Source: an optimization exercise on an open RTL-to-GDS flow (aim: small area, a short achievable clock period and few clock cycles per item). Production flows keep margins and buffers that such runs may drop. Function was checked by simulation only, so behaviour that the tests miss may differ from the original.

== run a ==
==> flow/design.v <==
module datamemory_ctrl #(
    parameter int DM_ADDRESS = 9,
    parameter int DATA_W     = 32
) (
    input  logic                  clk,
    input  logic                  reset,
    input  logic                  MemRead,
    input  logic                  MemWrite,
    input  logic [DM_ADDRESS-1:0] a,
    input  logic [DATA_W-1:0]     wd,
    input  logic [2:0]            Funct3,
    output logic                  req_ready,
    output logic [DATA_W-1:0]     rd,
    output logic                  rsp_valid,
    output logic                  err
);
    localparam int NB    = DATA_W / 8;
    localparam int LB    = $clog2(NB);
    localparam int WA    = DM_ADDRESS - LB;
    localparam int DEPTH = 2 ** WA;
    localparam int NLO   = 8;               
    localparam int NHI   = DEPTH / NLO;     
    logic          take;
    logic          legal_in;
    logic [1:0]    off_in;
    logic [WA-1:0] word_in;
    logic [WA-1:0] word_inc;
    logic [2:0]    nbm1_in;           
    assign take     = !reset && (MemRead || MemWrite);
    assign off_in   = a[LB-1:0];
    assign word_in  = a[DM_ADDRESS-1:LB];
    assign word_inc = word_in + WA'(1);    
    assign nbm1_in  = (Funct3[1:0] == 2'b00) ? 3'd0 : (Funct3[1:0] == 2'b01) ? 3'd1 : 3'd3;
    always_comb begin
        case (Funct3)
            3'b000, 3'b001, 3'b010, 3'b100, 3'b101: legal_in = 1'b1;
            default:                                legal_in = 1'b0;
        endcase
    end
    logic                     s1_valid;
    logic                     s1_err;
    logic [1:0]               s1_off;
    logic [2:0]               s1_f3;
    logic [NB-1:0][NLO-1:0]   s1_lo_n;      
    logic [NB-1:0][NHI-1:0]   s1_hi_n;      
    logic [NB-1:0]            s1_we_n;      
    logic [NB-1:0][7:0]       s1_wbyte;
    always_ff @(posedge clk) begin
        s1_valid <= take;
        s1_err   <= !legal_in;
        s1_off   <= off_in;
        s1_f3    <= Funct3;
        for (int b = 0; b < NB; b++) begin
            logic [LB-1:0] k;
            logic [WA-1:0] row;
            k = LB'(b) - off_in;
            row = (LB'(b) < off_in) ? word_inc : word_in;
            for (int i = 0; i < NLO; i++) s1_lo_n[b][i] <= (row[2:0] != 3'(i));
            for (int i = 0; i < NHI; i++) s1_hi_n[b][i] <= (row[WA-1:3] != (WA-3)'(i));
            s1_we_n[b]  <= !(take && MemWrite && !MemRead && legal_in &&
                             ({1'b0, k} <= nbm1_in));
            s1_wbyte[b] <= wd[8*int'(k) +: 8];
        end
    end
    logic [NB-1:0][DEPTH-1:0]      sel;
    logic [NB-1:0][DEPTH-1:0]      wen;
    logic [NB-1:0][DEPTH-1:0][7:0] mem;
    logic [NB-1:0][7:0]            bank_rd;
    for (genvar gb = 0; gb < NB; gb++) begin : g_bank
        dmem_row_dec #(.NLO(NLO), .NHI(NHI)) u_dec (
            .lo_n (s1_lo_n[gb]),
            .hi_n (s1_hi_n[gb]),
            .we_n (s1_we_n[gb]),
            .sel (sel[gb]),
            .wen (wen[gb])
        );
        dmem_rd_mux #(.DEPTH(DEPTH)) u_rd (
            .sel  (sel[gb]),
            .data (mem[gb]),
            .q    (bank_rd[gb])
        );
    end
    always_ff @(posedge clk) begin
        for (int b = 0; b < NB; b++) begin
            for (int r = 0; r < DEPTH; r++) begin
                if (wen[b][r]) begin
                    mem[b][r] <= s1_wbyte[b];
                end
            end
        end
    end
    logic [NB-1:0][7:0] s2_raw;
    logic               s2_valid;
    logic               s2_err;
    logic [1:0]         s2_off;
    logic [2:0]         s2_f3;
    always_ff @(posedge clk) begin
        s2_raw   <= bank_rd;
        s2_valid <= s1_valid && !reset;
        s2_err   <= s1_err;
        s2_off   <= s1_off;
        s2_f3    <= s1_f3;
    end
    logic [DATA_W-1:0] load_raw;
    logic [DATA_W-1:0] load_value;
    logic              sign_bit;
    always_comb begin
        for (int k = 0; k < NB; k++) begin
            load_raw[8*k +: 8] = s2_raw[LB'(s2_off + LB'(k))];
        end
        case (s2_f3[1:0])
            2'b00:   sign_bit = !s2_f3[2] && load_raw[7];
            2'b01:   sign_bit = !s2_f3[2] && load_raw[15];
            default: sign_bit = 1'b0;
        endcase
        load_value = load_raw;
        if (s2_f3[1:0] == 2'b00) load_value[31:8]  = {24{sign_bit}};
        if (s2_f3[1:0] == 2'b01) load_value[31:16] = {16{sign_bit}};
    end
    logic [DATA_W-1:0] rd_reg;
    logic              rsp_valid_reg;
    logic              err_reg;
    always_ff @(posedge clk) begin
        rd_reg        <= load_value;
        rsp_valid_reg <= s2_valid && !reset;
        err_reg       <= s2_err;
    end
    assign req_ready = 1'b1;
    assign rd        = rd_reg;
    assign rsp_valid = rsp_valid_reg;
    assign err       = err_reg;
endmodule
module dmem_row_dec #(
    parameter int NLO = 8,
    parameter int NHI = 16
) (
    input  logic [NLO-1:0]     lo_n,
    input  logic [NHI-1:0]     hi_n,
    input  logic               we_n,
    output logic [NLO*NHI-1:0] sel,
    output logic [NLO*NHI-1:0] wen
);
    logic [NLO-1:0] lowe_n;
    assign lowe_n = lo_n | {NLO{we_n}};
    for (genvar r = 0; r < NLO * NHI; r++) begin : g_row
        dmem_nor2 u_sel (.a(lo_n[r % NLO]),   .b(hi_n[r / NLO]), .y(sel[r]));
        dmem_nor2 u_wen (.a(lowe_n[r % NLO]), .b(hi_n[r / NLO]), .y(wen[r]));
    end
endmodule
module dmem_nor2 (
    input  logic a,
    input  logic b,
    output logic y
);
    assign y = !(a || b);
endmodule
module dmem_rd_mux #(
    parameter int DEPTH = 128
) (
    input  logic [DEPTH-1:0]      sel,
    input  logic [DEPTH-1:0][7:0] data,
    output logic [7:0]            q
);
    localparam int NG = (DEPTH + 2) / 3;
    logic [3*NG-1:0]      sel_p;
    logic [3*NG-1:0][7:0] data_p;
    logic [7:0][NG-1:0]   grp_n;
    assign sel_p  = (3*NG)'(sel);
    assign data_p = (3*NG*8)'(data);
    for (genvar g = 0; g < NG; g++) begin : g_grp
        for (genvar k = 0; k < 8; k++) begin : g_bit
            dmem_aoi3 u_aoi (
                .s (sel_p[3*g +: 3]),
                .d ({data_p[3*g+2][k], data_p[3*g+1][k], data_p[3*g][k]}),
                .y (grp_n[k][g])
            );
        end
    end
    for (genvar k = 0; k < 8; k++) begin : g_merge
        assign q[k] = ~&grp_n[k];
    end
endmodule
module dmem_aoi3 (
    input  logic [2:0] s,
    input  logic [2:0] d,
    output logic       y
);
    assign y = ~|(s & d);
endmodule
export LEC_CHECK = 0
export CAP_MARGIN = 20
export CORE_MARGIN = 2
export CORE_UTILIZATION = 60
export CTS_CLUSTER_DIAMETER = 100
export CTS_CLUSTER_SIZE = 30
export SETUP_SLACK_MARGIN = 3.3
export SLEW_MARGIN = 20
export SYNTH_HIERARCHICAL = 1
create_clock -name core_clock -period 6.0 [get_ports {clk}]
run.sh (not shown) runs the stock make flow with config.mk's settings and CLKGATE_MAP_FILE= SYNTH_SCRIPT=/design/flow/synth_recipe.tcl, a recipe that flattens the netlist after the stock synthesis.
Testbench counts of run a, summed over its fixed seeds: cycles 9,048, items 9,024.
[inputs] run b vs run a
diff --git a/flow/config.mk b/flow/config.mk
--- a/flow/config.mk
+++ b/flow/config.mk
@@ -9,6 +9,6 @@
 export CORE_MARGIN = 2
-export CORE_UTILIZATION = 60
+export CORE_UTILIZATION = 55
 export CTS_CLUSTER_DIAMETER = 100
 export CTS_CLUSTER_SIZE = 30
-export SETUP_SLACK_MARGIN = 3.3
+export SETUP_SLACK_MARGIN = 3.4
 export SLEW_MARGIN = 20
==> comparison <==
- Critical path launch point = s1_hi_n[42]: run a; critical path launch point = a[7]: run b
- Per the comparison of run b with run a, number of logic stages on the critical path including buffering down 1, routed length per instance down 0.56 µm, number of gates resized after CTS picked up an extra 81%, effective utilization at floorplan decreased by 5.0 points relative to the old numbers.

-- re-timing with driven ports --
The flow's constraints put no driver on any port. The routed layouts listed below were extracted and timed again, unchanged, in two steps. Step 1: set_driving_cell puts a clkbuf_16 on clk and a buf_2 on each other input, an assumption about the parent block. Step 2 also shifts input and output timing later by t, the mid clock arrival at the registers, as if the neighbouring blocks saw the same clock. Three values: ideal ports, drivers, drivers and shift; two values: the first two.
run | t (ns) | setup slack, ns | latest minus earliest clock arrival (ns) | slew at the worst register clock pin (ns) | pins driven straight from the clock port
run a | 0.942 | 3.276 / 3.269 / 2.390 | 0.038 / 0.039 | 0.12 / 0.12 | 1
run b | 0.997 | 3.278 / 3.207 / 2.220 | 0.052 / 0.051 | 0.12 / 0.12 | 1
After both steps every run listed still meets setup and hold. The setup slack of run b, which loses most, moves by -0.071 ns with the drivers and by -1.058 ns with both steps.
